Background: an optimization exercise with open tools, aiming at small area. Do not read the settings as production practice.
The RTL was checked by simulation tests, not by an equivalence proof against the original design.
Power figures rest on the tool's default switching activity, not on a simulated workload.

==> flow/design.v <==
`timescale 1ns/1ps
`default_nettype none
module regfile (
    input  logic        clk,
    input  logic        arst_n_i,
    input  logic [3:0]  rs_hi_i,
    input  logic [7:0]  rs_lo_i,
    input  logic [3:0]  rt_hi_i,
    input  logic [7:0]  rt_lo_i,
    input  logic        wr_en_i,
    input  logic [4:0]  wr_addr_i,
    input  logic [31:0] wr_data_i,
    input  logic        byp_rs_i,
    input  logic        byp_rt_i,
    input  logic [31:0] byp_data_i,
    output logic [31:0] rs_data_o,
    output logic [31:0] rt_data_o
);
    logic [31:0] regs [1:31];
    logic [31:1] valid;
    logic [31:1] we_qtr [4];
    logic [3:0]  wr_hi_n;
    logic [7:0]  wr_lo_n;
    logic [31:1] sel_rs [2];
    logic [31:1] sel_rt [2];
    assign wr_hi_n = ~({4{wr_en_i}} & (4'b0001 << wr_addr_i[4:3]));
    assign wr_lo_n = ~(8'b0000_0001 << wr_addr_i[2:0]);
    for (genvar q = 0; q < 4; q++) begin : g_qtr
        rf_dec u_we (.hi_n_i (wr_hi_n), .lo_n_i (wr_lo_n), .sel_o (we_qtr[q]));
    end
    for (genvar h = 0; h < 2; h++) begin : g_half
        rf_sel u_sel_rs (.valid_i (valid), .hi_i (rs_hi_i), .lo_i (rs_lo_i), .sel_o (sel_rs[h]));
        rf_sel u_sel_rt (.valid_i (valid), .hi_i (rt_hi_i), .lo_i (rt_lo_i), .sel_o (sel_rt[h]));
    end
    for (genvar b = 0; b < 32; b++) begin : g_bit
        logic [10:0] grp_rs;
        logic [10:0] grp_rt;
        for (genvar k = 0; k < 10; k++) begin : g_grp
            rf_aoi3 u_rs (
                .s0_i (sel_rs[b/16][3*k+1]), .d0_i (regs[3*k+1][b]),
                .s1_i (sel_rs[b/16][3*k+2]), .d1_i (regs[3*k+2][b]),
                .s2_i (sel_rs[b/16][3*k+3]), .d2_i (regs[3*k+3][b]),
                .y_o  (grp_rs[k])
            );
            rf_aoi3 u_rt (
                .s0_i (sel_rt[b/16][3*k+1]), .d0_i (regs[3*k+1][b]),
                .s1_i (sel_rt[b/16][3*k+2]), .d1_i (regs[3*k+2][b]),
                .s2_i (sel_rt[b/16][3*k+3]), .d2_i (regs[3*k+3][b]),
                .y_o  (grp_rt[k])
            );
        end
        rf_aoi2 u_rs_byp (
            .s0_i (sel_rs[b/16][31]), .d0_i (regs[31][b]),
            .s1_i (byp_rs_i),         .d1_i (byp_data_i[b]),
            .y_o  (grp_rs[10])
        );
        rf_aoi2 u_rt_byp (
            .s0_i (sel_rt[b/16][31]), .d0_i (regs[31][b]),
            .s1_i (byp_rt_i),         .d1_i (byp_data_i[b]),
            .y_o  (grp_rt[10])
        );
        rf_nand11 u_rs_or (.g_i (grp_rs), .y_o (rs_data_o[b]));
        rf_nand11 u_rt_or (.g_i (grp_rt), .y_o (rt_data_o[b]));
    end
    always_ff @(posedge clk or negedge arst_n_i) begin
        if (!arst_n_i) begin
            valid <= '0;
        end else begin
            valid <= valid | we_qtr[0];
        end
    end
    always_ff @(posedge clk) begin
        for (int i = 1; i < 32; i++) begin
            for (int b = 0; b < 32; b++) begin
                if (we_qtr[b / 8][i]) regs[i][b] <= wr_data_i[b];
            end
        end
    end
endmodule
module rf_sel (
    input  logic [31:1] valid_i,
    input  logic [3:0]  hi_i,
    input  logic [7:0]  lo_i,
    output logic [31:1] sel_o
);
    always_comb begin
        for (int i = 1; i < 32; i++) begin
            sel_o[i] = valid_i[i] && hi_i[i / 8] && lo_i[i % 8];
        end
    end
endmodule
module rf_dec (
    input  logic [3:0]  hi_n_i,
    input  logic [7:0]  lo_n_i,
    output logic [31:1] sel_o
);
    always_comb begin
        for (int i = 1; i < 32; i++) begin
            sel_o[i] = !(hi_n_i[i / 8] || lo_n_i[i % 8]);
        end
    end
endmodule
module rf_aoi2 (
    input  logic s0_i,
    input  logic d0_i,
    input  logic s1_i,
    input  logic d1_i,
    output logic y_o
);
    assign y_o = !((s0_i && d0_i) || (s1_i && d1_i));
endmodule
module rf_nand11 (
    input  logic [10:0] g_i,
    output logic        y_o
);
    assign y_o = !(&g_i);
endmodule
module rf_aoi3 (
    input  logic s0_i,
    input  logic d0_i,
    input  logic s1_i,
    input  logic d1_i,
    input  logic s2_i,
    input  logic d2_i,
    output logic y_o
);
    assign y_o = !((s0_i && d0_i) || (s1_i && d1_i) || (s2_i && d2_i));
endmodule
`default_nettype wire
`timescale 1ns/1ps
`default_nettype none
module alu (
    input  logic [3:0]  cls_i,
    input  logic [31:0] rs_i,
    input  logic [31:0] rt_i,
    input  logic [15:0] imm_i,
    output logic [31:0] sum_o,
    output logic [31:0] result_o
);
    logic        is_rtype;
    logic        sub;
    logic        sel_sum;
    logic        sel_g;
    logic        sel_p;
    logic        sel_none;
    logic [31:0] imm_ext;
    logic [31:0] b;
    logic [31:0] p;
    logic [31:0] g;
    logic [31:0] gg;
    logic [31:0] pp;
    logic [31:0] c;
    logic        lt_s;
    logic        lt_u;
    always_comb begin
        is_rtype = 1'b0;
        sub      = 1'b0;
        sel_sum  = 1'b0;
        sel_g    = 1'b0;
        sel_p    = 1'b0;
        sel_none = 1'b0;
        case (cls_i)
            4'h1:       begin is_rtype = 1'b1; sel_sum = 1'b1; end           
            4'h3:       begin is_rtype = 1'b1; sub = 1'b1; sel_sum = 1'b1; end  
            4'h4:       begin is_rtype = 1'b1; sel_g = 1'b1; end             
            4'h5:       begin is_rtype = 1'b1; sel_g = 1'b1; sel_p = 1'b1; end  
            4'h6:       begin is_rtype = 1'b1; sel_p = 1'b1; end             
            4'h7:       begin is_rtype = 1'b1; sel_none = 1'b1; end          
            4'ha, 4'hb: begin is_rtype = 1'b1; sub = 1'b1; end               
            4'hc:       sel_g = 1'b1;                                       
            4'hd:       begin sel_g = 1'b1; sel_p = 1'b1; end                
            4'he:       sel_p = 1'b1;                                       
            4'hf:       ;                                                   
            default:    sel_sum = 1'b1;                                     
        endcase
    end
    assign imm_ext = {{16{imm_i[15] && !cls_i[2]}}, imm_i};
    assign b       = is_rtype ? (rt_i ^ {32{sub}}) : imm_ext;
    assign p       = rs_i ^ b;
    assign g       = rs_i & b;
    always_comb begin
        gg    = g;
        pp    = p;
        gg[0] = g[0] || (p[0] && sub);
        for (int l = 0; l < 5; l++) begin
            for (int i = 0; i < 32; i++) begin
                if (i[l]) begin
                    gg[i] = gg[i] || (pp[i] && gg[((i >> l) << l) - 1]);
                    pp[i] = pp[i] && pp[((i >> l) << l) - 1];
                end
            end
        end
    end
    assign c     = {gg[30:0], sub};
    assign sum_o = p ^ c;
    assign lt_u  = !gg[31];
    assign lt_s  = p[31] ? sum_o[31] : rs_i[31];
    always_comb begin
        for (int i = 0; i < 32; i++) begin
            result_o[i] = (sel_sum && sum_o[i]) || (sel_g && g[i]) || (sel_p && p[i]) ||
                          (sel_none && !p[i] && !g[i]);
        end
        result_o[31:16] = result_o[31:16] | ({16{cls_i == 4'hf}} & imm_i);
        result_o[0]     = result_o[0] || (cls_i == 4'ha && lt_s) || (cls_i == 4'hb && lt_u);
    end
endmodule
`default_nettype wire
`timescale 1ns/1ps
`default_nettype none
module mips_cpu (
    input  logic        clk,
    input  logic        arst_n_i,
    input  logic [31:0] rom_data_i,
    output logic [31:0] rom_addr_o,
    output logic        rom_en_o,
    input  logic [31:0] ram_data_i,
    output logic        ram_en_o,
    output logic        ram_wr_en_o,
    output logic [31:0] ram_addr_o,
    output logic [31:0] ram_data_o
);
    localparam logic [3:0] C_NOP  = 4'h0;
    localparam logic [3:0] C_ADDU = 4'h1;
    localparam logic [3:0] C_SW   = 4'h2;
    localparam logic [3:0] C_SUBU = 4'h3;
    localparam logic [3:0] C_AND  = 4'h4;
    localparam logic [3:0] C_OR   = 4'h5;
    localparam logic [3:0] C_XOR  = 4'h6;
    localparam logic [3:0] C_NOR  = 4'h7;
    localparam logic [3:0] C_LW   = 4'h8;
    localparam logic [3:0] C_ADDI = 4'h9;
    localparam logic [3:0] C_SLT  = 4'ha;
    localparam logic [3:0] C_SLTU = 4'hb;
    localparam logic [3:0] C_ANDI = 4'hc;
    localparam logic [3:0] C_ORI  = 4'hd;
    localparam logic [3:0] C_XORI = 4'he;
    localparam logic [3:0] C_LUI  = 4'hf;
    logic        stall;
    logic        advance;
    logic [31:2] pc_q;
    logic [3:0]  cls;
    assign rom_addr_o = {pc_q, 2'b00};
    assign advance    = rom_en_o && !stall;
    always_comb begin
        cls = C_NOP;
        case (rom_data_i[31:26])
            6'h00: case (rom_data_i[5:0])
                6'h21, 6'h23, 6'h24, 6'h25, 6'h26, 6'h27, 6'h2a, 6'h2b: cls = rom_data_i[3:0];
                default: cls = C_NOP;
            endcase
            6'h09, 6'h0c, 6'h0d, 6'h0e, 6'h0f: cls = rom_data_i[29:26];
            6'h23: cls = C_LW;
            6'h2b: cls = C_SW;
            default: cls = C_NOP;
        endcase
    end
    logic [3:0]  id_cls;
    logic [4:0]  id_rs;
    logic [4:0]  id_rt;
    logic [15:0] id_imm;
    always_ff @(posedge clk or negedge arst_n_i) begin
        if (!arst_n_i) begin
            rom_en_o <= 1'b0;
            pc_q     <= '0;
            id_cls   <= C_NOP;
        end else begin
            rom_en_o <= 1'b1;
            pc_q     <= pc_q + {29'd0, advance};
            if (advance) begin
                id_cls <= cls;
            end
        end
    end
    always_ff @(posedge clk) begin
        if (advance) begin
            id_rs  <= rom_data_i[25:21];
            id_rt  <= rom_data_i[20:16];
            id_imm <= rom_data_i[15:0];
        end
    end
    logic       id_uses_rs;
    logic       id_uses_rt;
    logic [3:0] ex_cls;
    logic [3:0] ex_rs_hi;
    logic [7:0] ex_rs_lo;
    logic [3:0] ex_rt_hi;
    logic [7:0] ex_rt_lo;
    logic [4:0] ex_rt;
    logic [15:0] ex_imm;
    logic        ex_fwd_rs;
    logic        ex_fwd_rt;
    logic        ex_wr_en;
    logic [4:0]  ex_wr_addr;
    always_comb begin
        case (id_cls)
            C_NOP, C_LUI: id_uses_rs = 1'b0;
            default:      id_uses_rs = 1'b1;
        endcase
        case (id_cls)
            C_ADDU, C_SUBU, C_AND, C_OR, C_XOR, C_NOR, C_SLT, C_SLTU, C_SW: id_uses_rt = 1'b1;
            default: id_uses_rt = 1'b0;
        endcase
    end
    assign stall = ex_cls == C_LW && ex_rt != 5'd0 &&
                   ((id_uses_rs && id_rs == ex_rt) || (id_uses_rt && id_rt == ex_rt));
    always_ff @(posedge clk or negedge arst_n_i) begin
        if (!arst_n_i) begin
            ex_cls <= C_NOP;
        end else begin
            ex_cls <= stall ? C_NOP : id_cls;
        end
    end
    logic id_fwd_rs;
    logic id_fwd_rt;
    assign id_fwd_rs = ex_wr_en && ex_wr_addr == id_rs;
    assign id_fwd_rt = ex_wr_en && ex_wr_addr == id_rt;
    always_ff @(posedge clk) begin
        ex_rt     <= id_rt;
        ex_imm    <= id_imm;
        ex_rs_hi  <= {4{!id_fwd_rs}} & (4'b0001 << id_rs[4:3]);
        ex_rs_lo  <= 8'b0000_0001 << id_rs[2:0];
        ex_rt_hi  <= {4{!id_fwd_rt}} & (4'b0001 << id_rt[4:3]);
        ex_rt_lo  <= 8'b0000_0001 << id_rt[2:0];
        ex_fwd_rs <= id_fwd_rs;
        ex_fwd_rt <= id_fwd_rt;
    end
    logic        mem_wr_en;
    logic        mem_is_load;
    logic        mem_is_store;
    logic [4:0]  mem_wr_addr;
    logic [31:0] mem_result;
    logic [31:0] mem_st_data;
    logic [31:0] wb_data;
    logic        is_rtype;
    logic [31:0] rs_val;
    logic [31:0] rt_val;
    logic [31:0] sum;
    logic [31:0] result;
    regfile u_regfile (
        .clk       (clk),
        .arst_n_i  (arst_n_i),
        .rs_hi_i   (ex_rs_hi),
        .rs_lo_i   (ex_rs_lo),
        .rt_hi_i   (ex_rt_hi),
        .rt_lo_i   (ex_rt_lo),
        .wr_en_i   (mem_wr_en),
        .wr_addr_i (mem_wr_addr),
        .wr_data_i (wb_data),
        .byp_rs_i  (ex_fwd_rs),
        .byp_rt_i  (ex_fwd_rt),
        .byp_data_i(wb_data),
        .rs_data_o (rs_val),
        .rt_data_o (rt_val)
    );
    alu u_alu (
        .cls_i    (ex_cls),
        .rs_i     (rs_val),
        .rt_i     (rt_val),
        .imm_i    (ex_imm),
        .sum_o    (sum),
        .result_o (result)
    );
    always_comb begin
        case (ex_cls)
            C_ADDU, C_SUBU, C_AND, C_OR, C_XOR, C_NOR, C_SLT, C_SLTU: is_rtype = 1'b1;
            default: is_rtype = 1'b0;
        endcase
    end
    assign ex_wr_addr = is_rtype ? ex_imm[15:11] : ex_rt;
    assign ex_wr_en   = !(ex_cls == C_NOP || ex_cls == C_SW) && ex_wr_addr != 5'd0;
    always_ff @(posedge clk or negedge arst_n_i) begin
        if (!arst_n_i) begin
            mem_wr_en    <= 1'b0;
            mem_is_load  <= 1'b0;
            mem_is_store <= 1'b0;
        end else begin
            mem_wr_en    <= ex_wr_en;
            mem_is_load  <= ex_cls == C_LW;
            mem_is_store <= ex_cls == C_SW;
        end
    end
    always_ff @(posedge clk) begin
        mem_wr_addr <= ex_wr_addr;
        mem_result  <= result;
        mem_st_data <= rt_val;
    end
    assign wb_data = mem_is_load ? ram_data_i : mem_result;
    assign ram_en_o    = mem_is_load || mem_is_store;
    assign ram_wr_en_o = mem_is_store;
    assign ram_addr_o  = mem_result;
    assign ram_data_o  = mem_st_data;
endmodule
`default_nettype wire
==> flow/flow/run.sh <==
#!/bin/bash
# The standard layout (standard.sh, unchanged synthesis and steps), with
# the input and output port buffers made from the smallest buffer cell and an
# area-recovery pass after global routing (flow/grt_post.tcl)
set -o pipefail
here=$(pwd)
bash standard.sh BUFFER_PORTS_ARGS="-buffer_cell sky130_fd_sc_hd__buf_1" \
    POST_GLOBAL_ROUTE_TCL="$here/flow/grt_post.tcl" finish 2>&1 | tee standard_make.log
==> flow/flow/grt_post.tcl <==
# Sourced by ORFS's global_route.tcl as POST_GLOBAL_ROUTE_TCL, before it
# writes 5_1_grt.odb.  Area recovery: gates with slack to spare are
# downsized, then slew and capacitance are repaired again and the timing
# re-checked, each time re-legalising and re-routing the changed nets.  The
# route guides are written again for detailed routing.
log_cmd global_route -start_incremental
log_cmd repair_timing -recover_power 100 -setup_margin $::env(SETUP_SLACK_MARGIN) -verbose
repair_design_helper
log_cmd detailed_placement
log_cmd global_route -end_incremental

log_cmd estimate_parasitics -global_routing
log_cmd global_route -start_incremental
repair_timing_helper -setup
log_cmd detailed_placement
log_cmd global_route -end_incremental

log_cmd estimate_parasitics -global_routing
write_guides $::env(RESULTS_DIR)/route.guide
==> flow/standard.sh <==
#!/bin/bash
# synth_recipe.tcl (not shown) runs the flow's synth.tcl, then flattens the netlist and writes it again
# the make line also repeats each setting of config.mk as NAME=value (left out here)
make -C /OpenROAD-flow-scripts/flow DESIGN_CONFIG=/design/flow/config.mk WORK_HOME=/design/flow/orfs CLKGATE_MAP_FILE= SYNTH_SCRIPT=/design/flow/synth_recipe.tcl "${@:-finish}"
==> flow/config.mk <==
export PLATFORM = sky130hd
export DESIGN_NAME = mips_cpu
export DESIGN_NICKNAME = mips_cpu
export VERILOG_FILES = /design/flow/design.v
export SDC_FILE = /design/flow/constraint.sdc
export NUM_CORES = 4
export LEC_CHECK = 0
export CAP_MARGIN = 5
export CORE_MARGIN = 2
export CORE_UTILIZATION = 50
export CTS_BUF_LIST = sky130_fd_sc_hd__clkbuf_16
export CTS_CLUSTER_DIAMETER = 100
export CTS_CLUSTER_SIZE = 25
export GPL_TIMING_DRIVEN = 0
export PLACE_DENSITY = 0.6
export SETUP_SLACK_MARGIN = 0.2
export SLEW_MARGIN = 5
export SYNTH_HIERARCHICAL = 1
==> flow/constraint.sdc <==
create_clock -name core_clock -period 6.0 [get_ports {clk}]
set_input_delay 1.2000 -clock core_clock [delete_from_list [all_inputs] [get_ports {clk}]]
set_output_delay 1.2000 -clock core_clock [all_outputs]
set_load 0.01 [all_outputs]
==> run notes, run 1 <==
----------------------------------------------------
[Die]
  Core area ... 98600 um2
  Height of the die ... 320 um
  Number of I/O pins ... 165
  DIE WIDTH ... 320 um
  Die area ... 102000 um2
  Starting utilization of the core area ... 50.6%
  Cell row count ... 115

[Critical path]
  Register-to-Register Setup Slack ... 0.31 ns
  Arrival time of the worst setup path ... 6.27 ns
  Critical-path top delay cell ... or3_4
  Largest incremental delay on the critical path ... 0.53 ns
  Category of the critical setup timing path ... flip-flop to flip-flop
  Cells on worst reg2reg path ... 19
  CP Cell Sequence ... and3_2, a222oi_1, nand4_1, or3_4, xnor2_1, a21oi_1, inv_1, fa_1, inv_1, fa_1, a21o_1, nand4_1, a31oi_2, a31o_4, a41oi_4, o31ai_2, a21oi_1, o2111ai_1, nand2_1
  Type of element launching the critical path ... flip-flop
  Capturing point of the worst reg2reg path ... mem_result[0]
  Endpoint class of the critical path ... flip-flop
  Critical path data required time ... 6.58 ns
  Top fanout value on the critical path ... 16
  Bufs and invs on worst path ... 2
  Launch instance of the worst register-to-register path ... ex_rt_lo[1]
  Family with the most delay on the worst path ... compound AO/OA/AOI/OAI gates

[Clocking]
  Number of H-tree branching levels ... 2
  Maximum clock path buffer count ... 3
  Setup Fix Bufs, Post-CTS ... 0
  Num Clock Sinks ... 1207
  Hold-fix buffer count after cts ... 0
  CTS Buf Count ... 54
  Clk root buf ... clkbuf_16
  Worst-Skew Late Latency ... 0.70 ns
  Count of cells resized by post-cts repair ... 6
  TritonCTS clock tree ... yes
  CTS clk-pin slew, worst paths ... 0.10 ns

[Placement]
  Post-detail-place hpwl ... 122000 um
  Placed standard-cell area ... 52400 um2
  Input/output buffers ... 162
  RD Place Congestion ... 0.973

[Timing]
  Tmin final ... 5.69 ns
  Final hold slack ... 0.350 ns
  Worst slew margin relative to its limit ... 9.55%
  Maximum clock frequency ... 176 MHz
  Actual slew at the worst max-slew pin ... 1.36 ns
  Setup violators final ... 0
  Final cycle utilization of the critical path ... 94.8%
  Hold violation total from the final report ... 0
  Max Transition Viols Final ... 0
  Setup skew after layout ... 0.0225 ns

[Pwr]
  Share of total power in sequential cells ... 59.4%
  VDD IR-drop max ... 0.000393 V
  Power share of the clock group ... 23.1%
  Combinational fraction of design power ... 17.5%
  Power dissipated by switching net loads ... 5360 uW
  Sw Ratio ... 29.3%
  Static leakage ... 0.0175 uW
  Power per cell area ... 342 nW/um2
  Int Pwr ... 13000 uW

[Yosys]
  Avg Synthesized Cell Area ... 16.0 um2
  Total number of yosys warnings ... 16
  Post-Synthesis Cells ... 3119
  Mapped cell area ... 49800 um2

[GRT]
  First-pass GRT wire length ... 236000 um
  Largest net degree at the start of global routing ... 35
  Vias in the first global route ... 34642
  Overall routing resource usage ... 31.9%
  Initial antenna violation count ... 5
  Global route overflow ... 0

[Route]
  Drt drc ... 0
  Mean number of vias per cell ... 7.56
  DRC violation total after the first TritonRoute iteration ... 7008
  Total wire length after detailed routing ... 168000 um
  Via count ... 35439
  Routed WL per cell ... 35.9 um
  Drt pass-1 iters ... 10
  Antenna viol nets, final ... 0

[Layout]
  Post-route cell area ... 53600 um2
  Area overhead of the layout relative to synthesis ... 7.59%
  Number of nets in the final layout ... 3460
  Fraction of layout instances using a drive strength above 1 ... 6.54%

[Min path]
  Hold WC Path Type ... flip-flop to flip-flop
  Hold path depth ... 0
  Min-Delay Endpoint ... ex_imm[13]
  Worst Min Path Start ... id_imm[13]

[Flow run]
  Max-capacitance violation count ... 0

[Run status]
  Run status ... no timing/DRC/antenna violations

----------------------------------------------------
==> metrics by stage <==
stage                     total power [uW]  std cells  setup slack (ns)  utilization (%)  TNS (ns)
after floorplan                      12700       3120              1.01                -         0
after global placement               14100       4569           -0.0516             52.8   -0.0657
after detailed placement             14300       4582           -0.0308             53.1   -0.0598
after CTS                            18400       4681             0.287             54.7         0
final                                18300       4685             0.309             54.4         0
==> layout make-up <==
class | instances | area (um2)
timing repair buffer | 176 | 748
antenna | 3 | 7.51
sequential | 1207 | 34700
tap | 1287 | 1610
clock inverter | 44 | 184
clock buffer | 55 | 1380
buffer | 56 | 236
multi-input combinational | 1830 | 14600
inverter | 27 | 101
fill | 7936 | 44900
==> registers in the layout (all words and copies together) (netlist names), 4 cells and up <==
signal and count:
u_regfile.valid 31, id_imm 16, ex_rs_lo 8, mem_wr_addr 5
u_regfile.regs 992, ex_cls 4, ex_imm 16, pc_q 30
ex_rt 5, id_rt 5, mem_st_data 32, mem_result 32
ex_rt_lo 8, ex_rt_hi 4, id_rs 5, id_cls 4
ex_rs_hi 4
==> layout by cell type, fill, tap and decap left out, types with 53 or more instances in the layout <==
cell type	count
edfxtp_1	1018
or3_1	64
a222oi_1	657
buf_1	165
inv_1	67
nand3_1	83
nand4_1	139
dfrtp_1	73
and3_1	107
dfxtp_1	113
nor2_1	179
xnor2_1	73
clkbuf_16	55
a21oi_1	53
==> power groups by stage <==
stage / registers [uW] / logic (uW) / clock network, uW
2_1_floorplan: 10900 / 1750 / 0
6_report: 10900 / 3200 / 4230
4_1_cts: 10800 / 3250 / 4300
3_5_place_dp: 11000 / 3240 / 0
3_3_place_gp: 11000 / 3120 / 0
==> metal layers <==
metal | up-vias | global-route usage [%] | wire [um]
met2 | 2384 | 53.1 | 80500
met1 | 17956 | 39.2 | 59500
li1 | 14660 | - | -
met5 | - | 0 | 28
met3 | 435 | 4.77 | 15800
met4 | 4 | 20.1 | 12300
==> worst max-delay path by stage <==
stage                     endpoint  slack [ns]  depth (start not counted)           from
floorplan           mem_result[16]        1.01                         19  ram_data_i[0]
finish               mem_result[0]        0.31                         19    ex_rt_lo[1]
global placement     mem_result[0]       -0.05                         20  ram_data_i[0]
CTS                  mem_result[0]        0.29                         19    ex_rt_hi[1]
detailed placement  mem_result[16]       -0.03                         20  ram_data_i[0]
==> inputs of run 2 (changes only) <==
==> flow/flow/run.sh (replaced) <==
#!/bin/bash
# The standard layout (standard.sh) with three changes:
# - synthesis is the standard flow's own script (synth_recipe.tcl, unchanged) except that
#   its abc calls use flow/abc_map.script: ORFS's speed script without the
#   final buffering and up/down-sizing, which placement repairs anyway;
#   registers, their names and cells are untouched by abc
# - the input and output port buffers use the smallest buffer cell
# - an area-recovery pass after global routing (flow/grt_post.tcl)
set -o pipefail
here=$(pwd)
{
  echo 'proc abc {args} {'
  echo '  set i [lsearch -exact $args -script]'
  echo "  if {\$i >= 0} { lset args [expr {\$i + 1}] $here/flow/abc_map.script }"
  echo '  yosys abc {*}$args'
  echo '}'
  cat synth_recipe.tcl
} > flow_synth.tcl
bash standard.sh SYNTH_SCRIPT="$here/flow_synth.tcl" \
    BUFFER_PORTS_ARGS="-buffer_cell sky130_fd_sc_hd__buf_1" \
    POST_GLOBAL_ROUTE_TCL="$here/flow/grt_post.tcl" finish 2>&1 | tee standard_make.log
==> flow/flow/abc_map.script (new file) <==
&get -n
&st
&dch
&nf
&st
&syn2
&if -g -K 6
&synch2
&nf
&st
&syn2
&if -g -K 6
&synch2
&nf
&st
&syn2
&if -g -K 6
&synch2
&nf
&st
&syn2
&if -g -K 6
&synch2
&nf
&st
&syn2
&if -g -K 6
&synch2
&nf
&put
topo
stime -c
==> run 2 against run 1 <==
Synthesized cell count fell by 1.7%; the layout now fails its checks (capacitance limit, slew limit); sequential cell count did not move; first-iteration DRC count rose by 31%.
==> run notes, run 2 <==
----------------------------------------------------
[Route]
  DRC violation total after the first TritonRoute iteration ... 9189 (+31%)
  Antenna viol nets, final ... 0 (unchanged)
  Routed WL per cell ... 38.3 um (+6.7%)
  Drt drc ... 0 (unchanged)
  Drt pass-1 iters ... 13 (+3)
  Via count ... 36340 (+2.5%)
  Total wire length after detailed routing ... 178000 um (+5.7%)
  Mean number of vias per cell ... 7.83 (+3.5%)

[Layout]
  Utilization of the core after routing ... 55.2% (+0.74 points)
  Area overhead of the layout relative to synthesis ... 9.05%
  Most frequent standard cell in the layout excluding fill and tap cells ... edfxtp_1
  Number of nets in the final layout ... 3421 (-1.1%)
  Commonest cells after routing, fill and taps aside ... 1018 x edfxtp_1, 657 x a222oi_1, 177 x nor2_1
  Fraction of layout instances using a drive strength above 1 ... 4.53% (-2.0 points)
  Biggest registers after layout ... u_regfile.regs x992, mem_result x32, mem_st_data x32
  Number of flip-flops under the largest register name ... 992 (unchanged)
  Register with the highest flop count ... u_regfile.regs

[Timing]
  Post-layout worst setup margin ... 0.240 ns (-0.0692 ns)
  Final hold slack ... 0.348 ns (-0.00211 ns)
  Setup skew after layout ... 0.0274 ns (+0.00494 ns)
  Actual slew at the worst max-slew pin ... 1.51 ns (+0.149 ns)
  Hold violation total from the final report ... 0 (unchanged)
  Setup violators final ... 0 (unchanged)
  Worst slew margin relative to its limit ... -0.383% (-9.9 points)
  Tmin final ... 5.76 ns (+0.0692 ns)
  Max Transition Viols Final ... 17 (+17)
  Final cycle utilization of the critical path ... 96.0% (+1.2 points)
  Maximum clock frequency ... 174 MHz (-1.2%)

[Critical path]
  Largest incremental delay on the critical path ... 0.81 ns (+0.28 ns)
  Type of element launching the critical path ... flip-flop
  Arrival time of the worst setup path ... 6.35 ns (+0.08 ns)
  Critical-path top delay cell ... a222oi_1
  Top fanout value on the critical path ... 16 (unchanged)
  Category of the critical setup timing path ... flip-flop to flip-flop
  Critical path data required time ... 6.59 ns (about the same)
  Endpoint class of the critical path ... flip-flop
  CP Cell Sequence ... and3_1, a222oi_1, nand4_1, or3_1, xnor2_1, a21oi_1, ha_1, and4_1, and4_1, a41oi_2, o31ai_2, a21oi_1, o2111ai_2, nand2_1

[Clocking]
  TritonCTS clock tree ... yes
  Setup Fix Bufs, Post-CTS ... 0 (unchanged)
  Number of H-tree branching levels ... 2 (unchanged)
  Clk root buf ... clkbuf_16
  CTS Buf Count ... 54 (unchanged)
  Hold-fix buffer count after cts ... 0 (unchanged)
  Num Clock Sinks ... 1207 (unchanged)
  Worst-Skew Late Latency ... 0.71 ns (about the same)
  Maximum clock path buffer count ... 3 (unchanged)
  Count of cells resized by post-cts repair ... 55 (+49)
  CTS clk-pin slew, worst paths ... 0.10 ns (about the same)

[Die]
  Die area ... 101000 um2 (-1.6%)
  Starting utilization of the core area ... 50.6% (about the same)
  DIE WIDTH ... 317 um (-0.79%)
  Number of I/O pins ... 165 (unchanged)
  Cell row count ... 114 (-0.87%)
  Core area ... 97000 um2 (-1.6%)
  Height of the die ... 317 um (-0.79%)

[Yosys]
  Post-Synthesis Cells ... 3065 (-1.7%)
  Avg Synthesized Cell Area ... 16.0 um2 (+0.14%)
  Total number of yosys warnings ... 16 (unchanged)
  Mapped cell area ... 49100 um2 (-1.6%)

[Min path]
  Hold WC Path Type ... flip-flop to flip-flop

[Flow run]
  Max-capacitance violation count ... 1 (+1)

[Placement]
  Setup WS pre-CTS ... -1.48 ns (-1.45 ns)
  Post-detail-place hpwl ... 124000 um (+1.6%)
  RD Place Congestion ... 0.938 (-3.6%)
  Input/output buffers ... 162 (unchanged)

[Pwr]
  VDD IR-drop max ... 0.000340 V (-14%)
  Static leakage ... 0.0174 uW (-0.95%)
  Power per cell area ... 347 nW/um2 (+1.7%)

[GRT]
  Global route overflow ... 0 (unchanged)
  Largest net degree at the start of global routing ... 36 (+2.9%)
  First-pass GRT wire length ... 246000 um (+3.9%)
  Overall routing resource usage ... 34.4% (+2.5 points)
  Initial antenna violation count ... 21 (+16)
  Vias in the first global route ... 34211 (-1.2%)

[Run status]
  List of failed layout checks ..... capacitance limit, slew limit
  Run status ... failed layout checks

----------------------------------------------------
-- run 2: changes by cell type in the layout (fill, tap and decap cells not counted), moves of 28 or more --
cell	change
or2_2	-32
a22oi_1	+44
or2_0	+32
clkbuf_1	-39
a22oi_2	-44
clkinv_1	+28
-- run 2: worst paths after layout --
check / slack (ns) / endpoint / from / cells after the start
min: 0.35 / ex_imm[10] / id_imm[10] / 0
max: 0.24 / mem_result[0] / ex_rt_lo[7] / 14
min reg2reg: 0.35 / ex_imm[10] / id_imm[10] / 0
max in group asynchronous: 3.93 / u_regfile.valid[15] / arst_n_i / 4
min in group asynchronous: 0.48 / pc_q[30] / arst_n_i / 1
max reg2reg: 0.24 / mem_result[0] / ex_rt_lo[7] / 14
-- run 2: layout make-up --
cell class | instances | area [um2]
Timing Repair Buffer | 191 | 961
Sequential cell | 1207 | 34700
Fill cell | 7736 | 43500
Antenna cell | 6 | 15.0
Clock inverter | 45 | 176
Inverter | 27 | 101
Multi-Input combinational cell | 1830 | 14500
Tap cell | 1276 | 1600
Clock buffer | 57 | 1430
Buffer | 2 | 15.0
-- run 2: metrics by stage --
step	total power, uW	area, um2	std cells	TNS [ns]
after CTS	18500	53600	4631	0
after detailed placement	14300	51900	4529	-18.78
final	18600	53500	4641	0
after global placement	14100	51300	4504	-52.62
after floorplan	12500	49100	3066	0
-- run 2: where the power goes --
part,leakage [uW],internal (uW),switching (uW)
Clock,0.000933,1730,2580
Combinational,0.00531,744,2630
Sequential,0.0111,10500,381
-- run 2: critical path, delay by kind of cell, from the launching register on --
| kind | cells | cell delay (ns) |
|---|---|---|
| AOI/OAI and AO/OA | 6 | 1.99 |
| xor gates and xnor gates | 1 | 0.26 |
| adders and majority gates | 1 | 0.41 |
| DFF | 1 | 0.49 |
| and+or+nand+nor | 6 | 2.47 |
-- run 2: per-layer routing --
metal / GRT usage, % / share of wire, % / wire [um]
met5: 0 / 0.025 / 45
met4: 18.7 / 6.6 / 11700
met3: 6.59 / 12 / 21800
met2: 53.6 / 45 / 80700
met1: 45.8 / 36 / 63500
==> inputs of run 3 (changes only) <==
--- a/flow/design.v
+++ b/flow/design.v
@@ -2,14 +2,14 @@
 `default_nettype none
 module regfile (
     input  logic        clk,
-    input  logic        arst_n_i,
-    input  logic [3:0]  rs_hi_i,
-    input  logic [7:0]  rs_lo_i,
-    input  logic [3:0]  rt_hi_i,
-    input  logic [7:0]  rt_lo_i,
+    input  logic [3:0]  rs_hi_n_i,
+    input  logic [7:0]  rs_lo_n_i,
+    input  logic [3:0]  rt_hi_n_i,
+    input  logic [7:0]  rt_lo_n_i,
     input  logic        wr_en_i,
     input  logic [4:0]  wr_addr_i,
     input  logic [31:0] wr_data_i,
+    input  logic        clear_i,
     input  logic        byp_rs_i,
     input  logic        byp_rt_i,
     input  logic [31:0] byp_data_i,
@@ -17,20 +17,19 @@
     output logic [31:0] rt_data_o
 );
     logic [31:0] regs [1:31];
-    logic [31:1] valid;
     logic [31:1] we_qtr [4];
     logic [3:0]  wr_hi_n;
     logic [7:0]  wr_lo_n;
     logic [31:1] sel_rs [2];
     logic [31:1] sel_rt [2];
-    assign wr_hi_n = ~({4{wr_en_i}} & (4'b0001 << wr_addr_i[4:3]));
-    assign wr_lo_n = ~(8'b0000_0001 << wr_addr_i[2:0]);
+    assign wr_hi_n = ~({4{clear_i}} | ({4{wr_en_i}} & (4'b0001 << wr_addr_i[4:3])));
+    assign wr_lo_n = ~({8{clear_i}} | (8'b0000_0001 << wr_addr_i[2:0]));
     for (genvar q = 0; q < 4; q++) begin : g_qtr
         rf_dec u_we (.hi_n_i (wr_hi_n), .lo_n_i (wr_lo_n), .sel_o (we_qtr[q]));
     end
     for (genvar h = 0; h < 2; h++) begin : g_half
-        rf_sel u_sel_rs (.valid_i (valid), .hi_i (rs_hi_i), .lo_i (rs_lo_i), .sel_o (sel_rs[h]));
-        rf_sel u_sel_rt (.valid_i (valid), .hi_i (rt_hi_i), .lo_i (rt_lo_i), .sel_o (sel_rt[h]));
+        rf_dec u_sel_rs (.hi_n_i (rs_hi_n_i), .lo_n_i (rs_lo_n_i), .sel_o (sel_rs[h]));
+        rf_dec u_sel_rt (.hi_n_i (rt_hi_n_i), .lo_n_i (rt_lo_n_i), .sel_o (sel_rt[h]));
     end
     for (genvar b = 0; b < 32; b++) begin : g_bit
         logic [10:0] grp_rs;
@@ -62,13 +61,6 @@
         rf_nand11 u_rs_or (.g_i (grp_rs), .y_o (rs_data_o[b]));
         rf_nand11 u_rt_or (.g_i (grp_rt), .y_o (rt_data_o[b]));
     end
-    always_ff @(posedge clk or negedge arst_n_i) begin
-        if (!arst_n_i) begin
-            valid <= '0;
-        end else begin
-            valid <= valid | we_qtr[0];
-        end
-    end
     always_ff @(posedge clk) begin
         for (int i = 1; i < 32; i++) begin
             for (int b = 0; b < 32; b++) begin
@@ -77,18 +69,6 @@
         end
     end
 endmodule
-module rf_sel (
-    input  logic [31:1] valid_i,
-    input  logic [3:0]  hi_i,
-    input  logic [7:0]  lo_i,
-    output logic [31:1] sel_o
-);
-    always_comb begin
-        for (int i = 1; i < 32; i++) begin
-            sel_o[i] = valid_i[i] && hi_i[i / 8] && lo_i[i % 8];
-        end
-    end
-endmodule
 module rf_dec (
     input  logic [3:0]  hi_n_i,
     input  logic [7:0]  lo_n_i,
@@ -281,10 +261,10 @@
     logic       id_uses_rs;
     logic       id_uses_rt;
     logic [3:0] ex_cls;
-    logic [3:0] ex_rs_hi;
-    logic [7:0] ex_rs_lo;
-    logic [3:0] ex_rt_hi;
-    logic [7:0] ex_rt_lo;
+    logic [3:0] ex_rs_hi_n;
+    logic [7:0] ex_rs_lo_n;
+    logic [3:0] ex_rt_hi_n;
+    logic [7:0] ex_rt_lo_n;
     logic [4:0] ex_rt;
     logic [15:0] ex_imm;
     logic        ex_fwd_rs;
@@ -317,10 +297,10 @@
     always_ff @(posedge clk) begin
         ex_rt     <= id_rt;
         ex_imm    <= id_imm;
-        ex_rs_hi  <= {4{!id_fwd_rs}} & (4'b0001 << id_rs[4:3]);
-        ex_rs_lo  <= 8'b0000_0001 << id_rs[2:0];
-        ex_rt_hi  <= {4{!id_fwd_rt}} & (4'b0001 << id_rt[4:3]);
-        ex_rt_lo  <= 8'b0000_0001 << id_rt[2:0];
+        ex_rs_hi_n <= ~({4{!id_fwd_rs}} & (4'b0001 << id_rs[4:3]));
+        ex_rs_lo_n <= ~(8'b0000_0001 << id_rs[2:0]);
+        ex_rt_hi_n <= ~({4{!id_fwd_rt}} & (4'b0001 << id_rt[4:3]));
+        ex_rt_lo_n <= ~(8'b0000_0001 << id_rt[2:0]);
         ex_fwd_rs <= id_fwd_rs;
         ex_fwd_rt <= id_fwd_rt;
     end
@@ -338,14 +318,14 @@
     logic [31:0] result;
     regfile u_regfile (
         .clk       (clk),
-        .arst_n_i  (arst_n_i),
-        .rs_hi_i   (ex_rs_hi),
-        .rs_lo_i   (ex_rs_lo),
-        .rt_hi_i   (ex_rt_hi),
-        .rt_lo_i   (ex_rt_lo),
+        .rs_hi_n_i (ex_rs_hi_n),
+        .rs_lo_n_i (ex_rs_lo_n),
+        .rt_hi_n_i (ex_rt_hi_n),
+        .rt_lo_n_i (ex_rt_lo_n),
         .wr_en_i   (mem_wr_en),
         .wr_addr_i (mem_wr_addr),
         .wr_data_i (wb_data),
+        .clear_i   (!rom_en_o),
         .byp_rs_i  (ex_fwd_rs),
         .byp_rt_i  (ex_fwd_rt),
         .byp_data_i(wb_data),
@@ -373,7 +353,9 @@
             mem_wr_en    <= 1'b0;
             mem_is_load  <= 1'b0;
             mem_is_store <= 1'b0;
+            mem_result   <= '0;
         end else begin
+            mem_result   <= result;
             mem_wr_en    <= ex_wr_en;
             mem_is_load  <= ex_cls == C_LW;
             mem_is_store <= ex_cls == C_SW;
@@ -381,7 +363,6 @@
     end
     always_ff @(posedge clk) begin
         mem_wr_addr <= ex_wr_addr;
-        mem_result  <= result;
         mem_st_data <= rt_val;
     end
     assign wb_data = mem_is_load ? ram_data_i : mem_result;
--- a/flow/flow/run.sh
+++ b/flow/flow/run.sh
@@ -1,8 +1,9 @@
 #!/bin/bash
 # The standard layout (standard.sh) with three changes:
 # - synthesis is the standard flow's own script (synth_recipe.tcl, unchanged) except that
-#   its abc calls use flow/abc_map.script: ORFS's speed script without the
-#   final buffering and up/down-sizing, which placement repairs anyway;
+#   its abc calls use flow/abc_map.script: an area-leaning mapping (choice
+#   computation and area-flow mapping, no final buffering or sizing, which
+#   placement repairs anyway);
 #   registers, their names and cells are untouched by abc
 # - the input and output port buffers use the smallest buffer cell
 # - an area-recovery pass after global routing (flow/grt_post.tcl)
==> flow/flow/abc_map.script (replaced) <==
&get -n
&st
&synch2
&nf
&st
&dch
&nf
&put
topo
--- a/flow/config.mk
+++ b/flow/config.mk
@@ -5,7 +5,7 @@
 export SDC_FILE = /design/flow/constraint.sdc
 export NUM_CORES = 4
 export LEC_CHECK = 0
-export CAP_MARGIN = 5
+export CAP_MARGIN = 10
 export CORE_MARGIN = 2
 export CORE_UTILIZATION = 50
 export CTS_BUF_LIST = sky130_fd_sc_hd__clkbuf_16
@@ -14,5 +14,5 @@
 export GPL_TIMING_DRIVEN = 0
 export PLACE_DENSITY = 0.6
 export SETUP_SLACK_MARGIN = 0.2
-export SLEW_MARGIN = 5
+export SLEW_MARGIN = 10
 export SYNTH_HIERARCHICAL = 1
==> run 3 against run 2 <==
Critical path type unchanged; synthesized cell count shrank 2.2%; via count shrank 1.7%; global-route usage hardly changed; register-to-register slack better by 0.11 ns; final cell count fell by 0.56%; critical endpoint is now mem_result[30]; power is 14% higher; wire length decreased by 2.4%; largest cell class unchanged; now clean on timing, DRC and antenna; non-clock buffer count up 65.
==> run notes, run 3 <==
----------------------------------------------------
[Clocking]
  Setup Fix Bufs, Post-CTS ... 8 (+8)
  TritonCTS clock tree ... yes
  Hold-fix buffer count after cts ... 0 (unchanged)
  CTS clk-pin slew, worst paths ... 0.10 ns (about the same)
  Count of cells resized by post-cts repair ... 66 (+20%)
  CTS Buf Count ... 53 (-1.9%)
  Maximum clock path buffer count ... 3 (unchanged)
  Worst-Skew Late Latency ... 0.70 ns (about the same)
  Num Clock Sinks ... 1176 (-2.6%)
  Clk root buf ... clkbuf_16
  Number of H-tree branching levels ... 2 (unchanged)

[Critical path]
  Crit path top cell by count ... clkinv_1
  Type of element launching the critical path ... flip-flop
  Bufs and invs on worst path ... 3 (+3)
  Cells on worst reg2reg path ... 21 (+7)
  Arrival time of the worst setup path ... 6.16 ns (-0.19 ns)
  Capturing point of the worst reg2reg path ... mem_result[30]
  Largest incremental delay on the critical path ... 0.53 ns (-0.28 ns)
  Register-to-Register Setup Slack ... 0.35 ns (+0.11 ns)
  Top fanout value on the critical path ... 16 (unchanged)
  Category of the critical setup timing path ... flip-flop to flip-flop
  CP Cell Sequence ... nor2_2, a222oi_1, nand4_1, or3_4, xnor2_1, a21oi_1, clkinv_1, fa_1, clkinv_1, fa_1, a21o_1, a21o_1, a31o_1, a31o_1, a221o_2, clkinv_1, o21ai_2, a211oi_4, xnor2_1, nand2_1, nand3_1
  Family with the most delay on the worst path ... compound AO/OA/AOI/OAI gates
  Critical-path top delay cell ... or3_4
  Critical path data required time ... 6.51 ns (-0.08 ns)
  Endpoint class of the critical path ... flip-flop
  Launch instance of the worst register-to-register path ... ex_rt_hi_n[2]

[Die]
  Core area ... 94900 um2 (-2.2%)
  Die area ... 98100 um2 (-2.5%)
  Height of the die ... 313 um (-1.3%)
  Cell row count ... 113 (-0.88%)
  Starting utilization of the core area ... 50.4% (-0.18 points)
  DIE WIDTH ... 313 um (-1.3%)
  Number of I/O pins ... 165 (unchanged)

[Yosys]
  Avg Synthesized Cell Area ... 15.9 um2 (-0.38%)
  Total number of yosys warnings ... 15 (-1)
  Post-Synthesis Cells ... 2999 (-2.2%)
  Mapped cell area ... 47800 um2 (-2.5%)

[Pwr]
  Power share of the clock group ... 19.7% (-3.5 points)
  Int Pwr ... 14400 uW (+11%)
  Combinational fraction of design power ... 20.5% (+2.3 points)
  Sw Ratio ... 31.8% (+1.7 points)
  Static leakage ... 0.0172 uW (-1.1%)
  Power dissipated by switching net loads ... 6700 uW (+20%)
  Power per cell area ... 396 nW/um2 (+14%)
  VDD IR-drop max ... 0.000282 V (-17%)
  Share of total power in sequential cells ... 59.8% (+1.2 points)

[Timing]
  Worst slew margin relative to its limit ... 12.6% (+13 points)
  Post-layout worst setup margin ... 0.351 ns (+0.111 ns)
  Max Transition Viols Final ... 0 (-17)
  Aggregate negative setup slack ... 0 ns (unchanged)
  Setup violators final ... 0 (unchanged)
  Tmin final ... 5.65 ns (-0.111 ns)
  Hold violation total from the final report ... 0 (unchanged)
  Final cycle utilization of the critical path ... 94.1% (-1.8 points)
  Actual slew at the worst max-slew pin ... 1.31 ns (-0.199 ns)
  Setup skew after layout ... 0.0226 ns (-0.00486 ns)
  Maximum clock frequency ... 177 MHz (+2.0%)
  Final hold slack ... 0.345 ns (-0.00363 ns)

[Placement]
  Input/output buffers ... 162 (unchanged)
  Post-detail-place hpwl ... 119000 um (-3.6%)
  Setup WS pre-CTS ... -1.28 ns (+0.198 ns)
  RD Place Congestion ... 0.962 (+2.6%)
  Inst Count DP ... 4483 (-1.0%)

[Layout]
  Number of non-filler instances in the completed layout ... 4615 (-0.56%)
  Most frequent standard cell in the layout excluding fill and tap cells ... edfxtp_1
  Multi-input logic area ... 14000 um2 (-3.2%)
  Filler cells ... 7541 (-2.5%)
  Biggest registers after layout ... u_regfile.regs x992, mem_result x32, mem_st_data x32
  Storage element area ... 34200 um2 (-1.6%)
  Commonest cells after routing, fill and taps aside ... 1018 x edfxtp_1, 657 x a222oi_1, 202 x nor2_1
  Fraction of layout instances using a drive strength above 1 ... 9.51% (+5.0 points)
  Number of nets in the final layout ... 3420 (-0.029%)
  Register with the highest flop count ... u_regfile.regs
  Number of flip-flops under the largest register name ... 992 (unchanged)
  Area overhead of the layout relative to synthesis ... 11.4%

[Route]
  Total wire length after detailed routing ... 173000 um (-2.4%)
  Antenna viol nets, final ... 0 (unchanged)
  Drt drc ... 0 (unchanged)
  Via count ... 35736 (-1.7%)
  Routed WL per cell ... 37.6 um (-1.9%)
  Mean number of vias per cell ... 7.74 (-1.1%)
  Drt pass-1 iters ... 14 (+1)
  DRC violation total after the first TritonRoute iteration ... 8690 (-5.4%)

[GRT]
  Global route overflow ... 0 (unchanged)
  Vias in the first global route ... 33767 (-1.3%)
  Largest net degree at the start of global routing ... 35 (-2.8%)
  First-pass GRT wire length ... 242000 um (-1.7%)
  Initial antenna violation count ... 16 (-24%)
  Overall routing resource usage ... 34.4% (about the same)

[Run status]
  Run status ... no timing/DRC/antenna violations

[Flow run]
  Max-capacitance violation count ... 0 (-1)

[Min path]
  Worst Min Path Start ... id_imm[3]
  Hold path depth ... 0 (unchanged)
  Hold WC Path Type ... flip-flop to flip-flop
  Min-Delay Endpoint ... ex_imm[3]

----------------------------------------------------
[run 3: cell count changes in the layout (fill, tap and decap cells not counted), moves of 13 or more]
| cell | change |
|---|---|
| and3_1 | -94 |
| nor2_2 | +87 |
| dfxtp_1 | -50 |
| buf_4 | +31 |
| or2_0 | -30 |
| nor2_1 | +25 |
| buf_6 | +22 |
| dfxtp_4 | +21 |
| and3_4 | -20 |
| mux2_1 | -17 |
| a211oi_1 | +13 |
[run 3: cell type report]
type                            instances  area share, %
Buffer                                  2         0.0282
Inverter                               38          0.268
Multi-Input combinational cell       1784           26.3
Tap cell                             1265           2.97
Clock buffer                           55           2.58
Timing Repair Buffer                  256           3.36
Sequential cell                      1176           64.2
Clock inverter                         34          0.277
Antenna cell                            5         0.0235
[run 3: how the worst max path moves through the flow]
stage	slack, ns	endpoint	cells past startpoint	start
detailed placement	-1.28	mem_result[0]	21	ex_rt_hi_n[2]
finish	0.35	mem_result[30]	21	ex_rt_hi_n[2]
floorplan	0.26	mem_result[31]	21	ram_data_i[0]
CTS	0.20	mem_result[31]	19	ex_rs_lo_n[2]
global placement	-2.33	mem_result[0]	19	ex_cls[3]
[run 3: routing by layer]
layer / share of wire, % / global-route usage [%] / vias to the layer above / routed length, um
met5: 0.020 / 0 / - / 34
met4: 6.7 / 20.0 / 6 / 11700
met3: 13 / 6.48 / 484 / 21700
met2: 46 / 53.6 / 2961 / 79800
met1: 35 / 45.5 / 17961 / 60300
li1: - / - / 14324 / -
[run 3: power groups by stage]
stage | Sequential, uW | Combinational, uW | Clock (uW)
floorplan | 12500 | 2050 | 0
detailed placement | 12800 | 4110 | 0
global placement | 12700 | 3900 | 0
finish | 12600 | 4320 | 4170
CTS | 12600 | 4150 | 4210
[run 3: worst register-to-register path, stage by stage (launching register included)]
cell      delay (ns)
dfxtp_4         0.48
nor2_2          0.22
a222oi_1        0.49
nand4_1         0.33
or3_4           0.53
xnor2_1         0.18
a21oi_1         0.11
clkinv_1        0.08
fa_1            0.17
clkinv_1        0.07
fa_1            0.40
a21o_1          0.17
a21o_1          0.21
a31o_1          0.28
a31o_1          0.30
a221o_2         0.46
clkinv_1        0.15
o21ai_2         0.13
a211oi_4        0.32
xnor2_1         0.11
nand2_1         0.07
nand3_1         0.19
[run 3: through the flow]
step / power, uW / util (%) / instance area, um2
after floorplan: 14600 / - / 47800
after global placement: 16600 / 52.7 / 50000
after detailed placement: 16900 / 54.0 / 51300
after CTS: 21000 / 55.9 / 53000
final: 21100 / 56.1 / 53300
==> inputs of run 4 (changes only) <==
==> flow/flow/abc_map.script (replaced) <==
&get -n
&st
&dch
&nf -R 1000
&put
topo
==> run 4 against run 3 <==
Power is 0.38% lower; largest cell class unchanged; setup slack lost 0.022 ns; final cell count is essentially flat.
==> run notes, run 4 <==
----------------------------------------------------
[Run status]
  Run status ... no timing/DRC/antenna violations

[Clocking]
  Number of H-tree branching levels ... 2 (unchanged)
  TritonCTS clock tree ... yes
  CTS Buf Count ... 53 (unchanged)
  Worst-Skew Late Latency ... 0.71 ns (about the same)
  Maximum clock path buffer count ... 3 (unchanged)
  Clk root buf ... clkbuf_16
  Setup Fix Bufs, Post-CTS ... 7 (-1)
  Hold-fix buffer count after cts ... 0 (unchanged)
  CTS clk-pin slew, worst paths ... 0.10 ns (about the same)
  Num Clock Sinks ... 1176 (unchanged)
  Count of cells resized by post-cts repair ... 42 (-36%)

[Route]
  Via count ... 35293 (-1.2%)
  Total wire length after detailed routing ... 167000 um (-3.6%)
  DRC violation total after the first TritonRoute iteration ... 8815 (+1.4%)
  Mean number of vias per cell ... 7.65 (-1.2%)
  Drt drc ... 0 (unchanged)
  Drt pass-1 iters ... 13 (-1)
  Antenna viol nets, final ... 0 (unchanged)
  Routed WL per cell ... 36.3 um (-3.5%)

[Yosys]
  Most repeated cell in the gate-level netlist after synthesis ... edfxtp_1
  Avg Synthesized Cell Area ... 15.9 um2 (-0.33%)
  Multiplexer share of the synthesized area ... 0.932%
  Total number of yosys warnings ... 15 (unchanged)
  Cell taking the most area after synthesis ... edfxtp_1
  Count of different cell masters after synthesis ... 49
  Fraction of the mapped netlist area in simple logic gates ... 7.52%
  Proportion of netlist area held by the largest area contributor ... 64.0%
  Complex-gate fraction of the synthesized area ... 16.7%
  Sequential area share after synthesis ... 71.4%
  Arithmetic-cell share of the synthesized area counting full adders, half adders and majority gates ... 1.22%
  Top cells by area, synth ... edfxtp_1 64%, a222oi_1 14%, dfrtp_1 3.9%
  Largest family of logic cells by synthesized area ... compound AO/OA/AOI/OAI gates
  Synth top cells by count ... 1018 x edfxtp_1, 667 x a222oi_1, 350 x nor2_1, 209 x nand4_1, 84 x dfxtp_1
  EDFF count, synth ... 1018
  Mapped cell area ... 47800 um2 (about the same)
  Number of synthesized register bits ... 1176
  Main flop type after synthesis ... edfxtp_1
  Post-Synthesis Cells ... 3007 (+0.27%)
  Synth async-reset ratio ... 6.29%
  Synth Area in XOR/XNOR ... 1.94%

[Timing]
  Final cycle utilization of the critical path ... 94.5% (+0.37 points)
  Actual slew at the worst max-slew pin ... 1.39 ns (+0.0817 ns)
  Maximum clock frequency ... 176 MHz (-0.39%)
  Tmin final ... 5.67 ns (+0.0222 ns)
  Setup violators final ... 0 (unchanged)
  Post-layout worst setup margin ... 0.329 ns (-0.0222 ns)
  Max Transition Viols Final ... 0 (unchanged)
  Hold violation total from the final report ... 0 (unchanged)
  Final hold slack ... 0.349 ns (+0.00413 ns)
  Aggregate negative setup slack ... 0 ns (unchanged)
  Setup skew after layout ... 0.0241 ns (+0.00150 ns)
  Worst slew margin relative to its limit ... 7.08% (-5.5 points)

[Pwr]
  Power dissipated by switching net loads ... 6670 uW (-0.48%)
  Power share of the clock group ... 19.9% (+0.2 points)
  Static leakage ... 0.0169 uW (-1.7%)
  Sw Ratio ... 31.7% (-0.034 points)
  Int Pwr ... 14400 uW (-0.33%)
  VDD IR-drop max ... 0.000380 V (+35%)
  Combinational fraction of design power ... 19.9% (-0.6 points)
  Share of total power in sequential cells ... 60.2% (+0.4 points)
  Power per cell area ... 396 nW/um2 (-0.10%)

[Die]
  Core area ... 94900 um2 (unchanged)
  Cell row count ... 113 (unchanged)
  Starting utilization of the core area ... 50.4% (about the same)
  Number of I/O pins ... 165 (unchanged)
  DIE WIDTH ... 313 um (about the same)
  Die area ... 98000 um2 (about the same)
  Height of the die ... 313 um (about the same)

[Critical path]
  Arrival time of the worst setup path ... 6.24 ns (+0.08 ns)
  Endpoint class of the critical path ... flip-flop
  Family with the most delay on the worst path ... compound AO/OA/AOI/OAI gates
  Top fanout value on the critical path ... 8 (-8)
  Type of element launching the critical path ... flip-flop
  Category of the critical setup timing path ... flip-flop to flip-flop
  Critical path data required time ... 6.57 ns (+0.06 ns)
  Bufs and invs on worst path ... 2 (-1)
  Largest incremental delay on the critical path ... 0.62 ns (+0.09 ns)
  CP Cell Sequence ... nor2_1, a222oi_1, nand4_1, nor2_1, nand4_1, xor2_1, a21oi_1, ha_1, a211o_1, o21ai_2, nor3_2, a2111oi_4, o41ai_4, clkbuf_1, inv_2, fa_1, xnor2_1, a222oi_1, o311ai_1
  Critical-path top delay cell ... a222oi_1

[GRT]
  Most congested layer reported by global routing ... met2
  Met3 track demand over resource ... 5.17% (-1.3 points)
  Initial antenna violation count ... 1 (-15)
  Met1 usage ... 43.2% (-2.3 points)
  Vias in the first global route ... 33439 (-0.97%)
  Global route overflow ... 0 (unchanged)
  GR Layer Usage met2 ... 53.5% (-0.11 points)
  Overall routing resource usage ... 33.1% (-1.3 points)
  First-pass GRT wire length ... 235000 um (-2.6%)
  Largest net degree at the start of global routing ... 34 (-2.9%)

[Placement]
  RD Place Congestion ... 0.991 (+3.0%)
  Post-detail-place hpwl ... 115000 um (-3.8%)
  Placed standard-cell area ... 51300 um2 (about the same)
  Input/output buffers ... 162 (unchanged)
  Setup WS pre-CTS ... -1.23 ns (+0.0536 ns)

[Layout]
  Biggest registers after layout ... u_regfile.regs x992, mem_result x32, mem_st_data x32
  Multi-input logic area ... 14100 um2 (+0.38%)
  Number of flip-flops under the largest register name ... 992 (unchanged)
  Fraction of layout instances using a drive strength above 1 ... 9.33% (-0.18 points)
  Filler cells ... 7544 (+0.040%)
  Storage element area ... 34200 um2 (-0.11%)
  Number of nets in the final layout ... 3421 (+0.029%)
  Most frequent standard cell in the layout excluding fill and tap cells ... edfxtp_1
  Register with the highest flop count ... u_regfile.regs
  Commonest cells after routing, fill and taps aside ... 1018 x edfxtp_1, 667 x a222oi_1, 249 x nor2_1
  Area overhead of the layout relative to synthesis ... 11.2%
  Post-route cell area ... 53100 um2 (-0.27%)

[Flow run]
  Max-capacitance violation count ... 0 (unchanged)

[Min path]
  Hold WC Path Type ... flip-flop to flip-flop

----------------------------------------------------
-- run 4: path summary, 6_finish.rpt --
check                           cells after the start  slack (ns)             end          start
worst max-delay path                               19        0.33  mem_result[17]  ex_rt_lo_n[0]
worst min-delay path                                0        0.35       ex_imm[9]      id_imm[9]
worst max register to register                     19        0.33  mem_result[17]  ex_rt_lo_n[0]
worst min register to register                      0        0.35       ex_imm[9]      id_imm[9]
max in group asynchronous                           2        4.07  mem_result[13]       arst_n_i
min in group asynchronous                           1        0.69        pc_q[31]       arst_n_i
-- run 4: Yosys stat by module, one instance, submodules excluded --
module | cell area [um2] | flops+latches | times used | cells
mips_cpu | 6020 | 184 | 1 | 424
regfile | 29900 | 992 | 1 | 1010
rf_aoi2 | 7.51 | 0 | 64 | 1
rf_dec | 116 | 0 | 8 | 31
rf_aoi3 | 10.0 | 0 | 640 | 1
alu | 2620 | 0 | 1 | 365
rf_nand11 | 22.5 | 0 | 64 | 4
-- run 4: per-stage QoR --
step | instances | total power (uW) | utilization [%]
CTS | 4582 | 20900 | 55.8
floorplan | 3008 | 14600 | -
global placement | 4435 | 16500 | 52.7
detailed placement | 4487 | 16800 | 54.1
finish | 4611 | 21000 | 56.0
-- run 4: kinds of logic after synthesis --
| logic type | count (synthesis) |
|---|---|
| DFF | 1176 |
| other | 2 |
| xor gates and xnor gates | 106 |
| and+or+nand+nor | 741 |
| AOI/OAI and AO/OA | 869 |
| buffers and inverters | 30 |
| adders and majority gates | 43 |
| muxes | 40 |
-- run 4: power groups by stage --
stage,Sequential [uW],Combinational [uW],Clock [uW]
2_1_floorplan,12500,2100,0
3_3_place_gp,12700,3790,0
3_5_place_dp,12800,4010,0
4_1_cts,12600,4050,4250
6_report,12700,4180,4190
-- run 4: per-layer routing --
metal | vias to the layer above | routed length [um] | share of wire [%]
met1 | 17663 | 58300 | 35
li1 | 14365 | - | -
met5 | - | 0 | 0
met4 | 0 | 10800 | 6.4
met2 | 2793 | 78900 | 47
met3 | 472 | 19300 | 12
-- run 4: cell type report --
class                           instances  share of cell area [%]
Sequential cell                      1176                    64.3
Tap cell                             1265                    2.98
Timing Repair Buffer                  249                    3.15
Inverter                               28                   0.198
Antenna cell                            1                 0.00471
Multi-Input combinational cell       1802                    26.5
Clock buffer                           54                    2.54
Buffer                                  2                  0.0283
Clock inverter                         34                   0.332
==> inputs of run 5 (changes only) <==
--- a/flow/flow/run.sh
+++ b/flow/flow/run.sh
@@ -1,9 +1,8 @@
 #!/bin/bash
 # The standard layout (standard.sh) with three changes:
 # - synthesis is the standard flow's own script (synth_recipe.tcl, unchanged) except that
-#   its abc calls use flow/abc_map.script: an area-leaning mapping (choice
-#   computation and area-flow mapping, no final buffering or sizing, which
-#   placement repairs anyway);
+#   its abc calls use flow/abc_map.script: ORFS's speed script without the
+#   final buffering and up/down-sizing, which placement repairs anyway;
 #   registers, their names and cells are untouched by abc
 # - the input and output port buffers use the smallest buffer cell
 # - an area-recovery pass after global routing (flow/grt_post.tcl)
==> flow/flow/abc_map.script (replaced) <==
&get -n
&st
&dch
&nf
&st
&syn2
&if -g -K 6
&synch2
&nf
&st
&syn2
&if -g -K 6
&synch2
&nf
&st
&syn2
&if -g -K 6
&synch2
&nf
&st
&syn2
&if -g -K 6
&synch2
&nf
&st
&syn2
&if -g -K 6
&synch2
&nf
&put
topo
stime -c
==> run 5 against run 4 <==
Register-to-register slack is essentially flat; via count increased by 1.1%; setup slack gained 0.0091 ns; die area up 0.53%; critical path depth shrank 2; sequential cell count did not move; global-route usage up 0.16 points; sequential power hardly changed; wire length increased by 0.85%; largest cell class unchanged.
==> run notes, run 5 <==
----------------------------------------------------
[Run status]
  Run status ... no timing/DRC/antenna violations

[Timing]
  Hold violation total from the final report ... 0 (unchanged)
  Maximum clock frequency ... 177 MHz (+0.16%)
  Tmin final ... 5.66 ns (-0.00910 ns)
  Final cycle utilization of the critical path ... 94.4% (-0.15 points)
  Worst slew margin relative to its limit ... 6.37% (-0.71 points)
  Setup violators final ... 0 (unchanged)
  Final hold slack ... 0.348 ns (-0.000899 ns)
  Setup skew after layout ... 0.0275 ns (+0.00348 ns)
  Max Transition Viols Final ... 0 (unchanged)
  Actual slew at the worst max-slew pin ... 1.40 ns (+0.0107 ns)
  Aggregate negative setup slack ... 0 ns (unchanged)

[Layout]
  Filler cells ... 7593 (+0.65%)
  Most frequent standard cell in the layout excluding fill and tap cells ... edfxtp_1
  Utilization of the core after routing ... 55.9% (-0.14 points)
  Storage element area ... 34200 um2 (about the same)
  Post-route cell area ... 53100 um2 (about the same)
  Fraction of layout instances using a drive strength above 1 ... 8.45% (-0.87 points)
  Biggest registers after layout ... u_regfile.regs x992, mem_result x32, mem_st_data x32
  Register with the highest flop count ... u_regfile.regs
  Commonest cells after routing, fill and taps aside ... 1018 x edfxtp_1, 656 x a222oi_1, 203 x nor2_1
  Area overhead of the layout relative to synthesis ... 10.6%
  Number of nets in the final layout ... 3426 (+0.15%)
  Number of flip-flops under the largest register name ... 992 (unchanged)
  Number of non-filler instances in the completed layout ... 4626 (+0.33%)
  Multi-input logic area ... 14300 um2 (+1.5%)

[Pwr]
  Power per cell area ... 393 nW/um2 (-0.74%)
  VDD IR-drop max ... 0.000398 V (+4.8%)
  Static leakage ... 0.0171 uW (+1.1%)

[Placement]
  RD Place Congestion ... 0.979 (-1.2%)
  Post-detail-place hpwl ... 118000 um (+2.9%)
  Placed standard-cell area ... 51300 um2 (about the same)
  Inst Count DP ... 4507 (+0.45%)
  Input/output buffers ... 162 (unchanged)

[Critical path]
  Largest incremental delay on the critical path ... 0.88 ns (+0.26 ns)
  Type of element launching the critical path ... flip-flop
  Critical path data required time ... 6.55 ns (-0.02 ns)
  Top fanout value on the critical path ... 16 (+8)
  Arrival time of the worst setup path ... 6.21 ns (-0.03 ns)
  CP Cell Sequence ... nor2_2, a222oi_1, nand4_1, or3_1, clkinv_1, fa_1, clkinv_1, fa_1, a211oi_2, nor3_2, o2111ai_2, a21oi_2, o21ai_1, o211ai_1, a21oi_1, xnor2_1, a221o_1
  Category of the critical setup timing path ... flip-flop to flip-flop
  Critical-path top delay cell ... dfxtp_1
  Endpoint class of the critical path ... flip-flop

[Route]
  Via count ... 35679 (+1.1%)
  Antenna viol nets, final ... 0 (unchanged)
  Drt drc ... 0 (unchanged)
  Drt pass-1 iters ... 13 (unchanged)
  DRC violation total after the first TritonRoute iteration ... 8897 (+0.93%)
  Mean number of vias per cell ... 7.71 (+0.77%)
  Routed WL per cell ... 36.5 um (+0.53%)
  Total wire length after detailed routing ... 169000 um (+0.85%)

[Yosys]
  Avg Synthesized Cell Area ... 15.8 um2 (-0.55%)
  Total number of yosys warnings ... 15 (unchanged)
  Post-Synthesis Cells ... 3040 (+1.1%)
  Mapped cell area ... 48000 um2 (+0.54%)

[Clocking]
  Count of cells resized by post-cts repair ... 46 (+9.5%)
  Num Clock Sinks ... 1176 (unchanged)
  Clk root buf ... clkbuf_16
  Maximum clock path buffer count ... 3 (unchanged)
  Number of H-tree branching levels ... 2 (unchanged)
  CTS clk-pin slew, worst paths ... 0.10 ns (about the same)
  Worst-Skew Late Latency ... 0.69 ns (-0.02 ns)
  Setup Fix Bufs, Post-CTS ... 0 (-7)
  CTS Buf Count ... 53 (unchanged)
  Hold-fix buffer count after cts ... 0 (unchanged)
  TritonCTS clock tree ... yes

[Die]
  Height of the die ... 314 um (+0.27%)
  Core area ... 95200 um2 (+0.30%)
  Starting utilization of the core area ... 50.5% (+0.12 points)
  DIE WIDTH ... 314 um (+0.27%)
  Cell row count ... 113 (unchanged)
  Number of I/O pins ... 165 (unchanged)
  Die area ... 98600 um2 (+0.53%)

[GRT]
  Overall routing resource usage ... 33.2% (+0.16 points)
  Initial antenna violation count ... 5 (+4)
  Largest net degree at the start of global routing ... 36 (+5.9%)
  Vias in the first global route ... 33728 (+0.86%)
  First-pass GRT wire length ... 237000 um (+0.72%)
  Global route overflow ... 0 (unchanged)

[Flow run]
  Max-capacitance violation count ... 0 (unchanged)

[Min path]
  Hold WC Path Type ... flip-flop to flip-flop

----------------------------------------------------
[run 5: power by group]
group / switching, uW / total [uW] / internal, uW
logic: 2980 / 3940 / 959
clock network: 2510 / 4250 / 1730
registers: 1000 / 12700 / 11700
[run 5: layout make-up]
cell class / count / share of cell area [%]
Sequential cell: 1176 / 64.3
Multi-Input combinational cell: 1826 / 26.9
Tap cell: 1265 / 2.98
Clock buffer: 57 / 2.68
Timing Repair Buffer: 221 / 2.55
Clock inverter: 41 / 0.337
Inverter: 37 / 0.261
Buffer: 2 / 0.0283
Antenna cell: 1 / 0.00471
[run 5: final timing paths]
check	startpoint	endpoint	slack (ns)	cells past startpoint
worst max-delay path	ex_rs_lo_n[1]	mem_result[29]	0.34	17
worst min-delay path	id_imm[12]	ex_imm[12]	0.35	0
worst max register to register	ex_rs_lo_n[1]	mem_result[29]	0.34	17
worst min register to register	id_imm[12]	ex_imm[12]	0.35	0
max in group asynchronous	arst_n_i	mem_result[31]	3.92	4
min in group asynchronous	arst_n_i	mem_result[15]	0.50	1
[run 5: per-layer routing]
metal  global-route usage (%)  wire (um)
met3                     5.22      19900
met4                     17.0      10300
met1                     44.9      60300
met5                        0         37
met2                     52.5      78100
[run 5: worst max-delay path: cells and delay by family, from the launching register on]
family | cells | cell delay (ns)
AO/OA/AOI/OAI | 8 | 2.49
AND/OR/NAND/NOR | 4 | 1.28
adder cells (fa/ha/maj) | 2 | 0.63
flip-flops | 1 | 0.88
buffers and inverters | 2 | 0.17
XOR/XNOR | 1 | 0.10
[run 5: stage by stage]
step,power [uW],setup WS (ns)
6_report,20900,0.338
4_1_cts,20800,0.203
3_5_place_dp,16700,-0.915
3_3_place_gp,16300,-2.00
2_1_floorplan,14500,0.539

==> afterwards: timing with drivers on the ports <==
No port has a modelled driver above. Below, the same layouts with a new extraction and two added sets of constraints. Step 1 assumes that a clkbuf_16 drives the clock port and a buf_2 every other input. Step 2 times the ports against the registers' clock, not the clock port: input delays grow and output delays shrink by t, the midpoint of the rising clock arrivals with the driver on. a / b / c = ideal / step 1 / step 2; a / b = the first two.
run	t (ns)	slack for setup (ns)	hold slack, ns	latest minus earliest clock arrival (ns)	worst register clock-pin slew, ns
run 1	0.762	0.309 / 0.309 / -0.069	0.350 / 0.350 / 0.350	0.025 / 0.025	0.10 / 0.10
run 2	0.761	0.240 / 0.240 / -0.231	0.348 / 0.348 / 0.348	0.032 / 0.032	0.11 / 0.11
run 3	0.752	0.351 / 0.351 / -0.140	0.345 / 0.345 / 0.345	0.025 / 0.025	0.11 / 0.11
run 4	0.772	0.329 / 0.329 / 0.135	0.349 / 0.349 / 0.349	0.027 / 0.027	0.11 / 0.11
run 5	0.742	0.338 / 0.338 / -0.285	0.348 / 0.348 / 0.348	0.029 / 0.029	0.11 / 0.11
The setup slack of run 5, which loses most, moves by 0.000 ns with the drivers and by -0.623 ns with both steps.
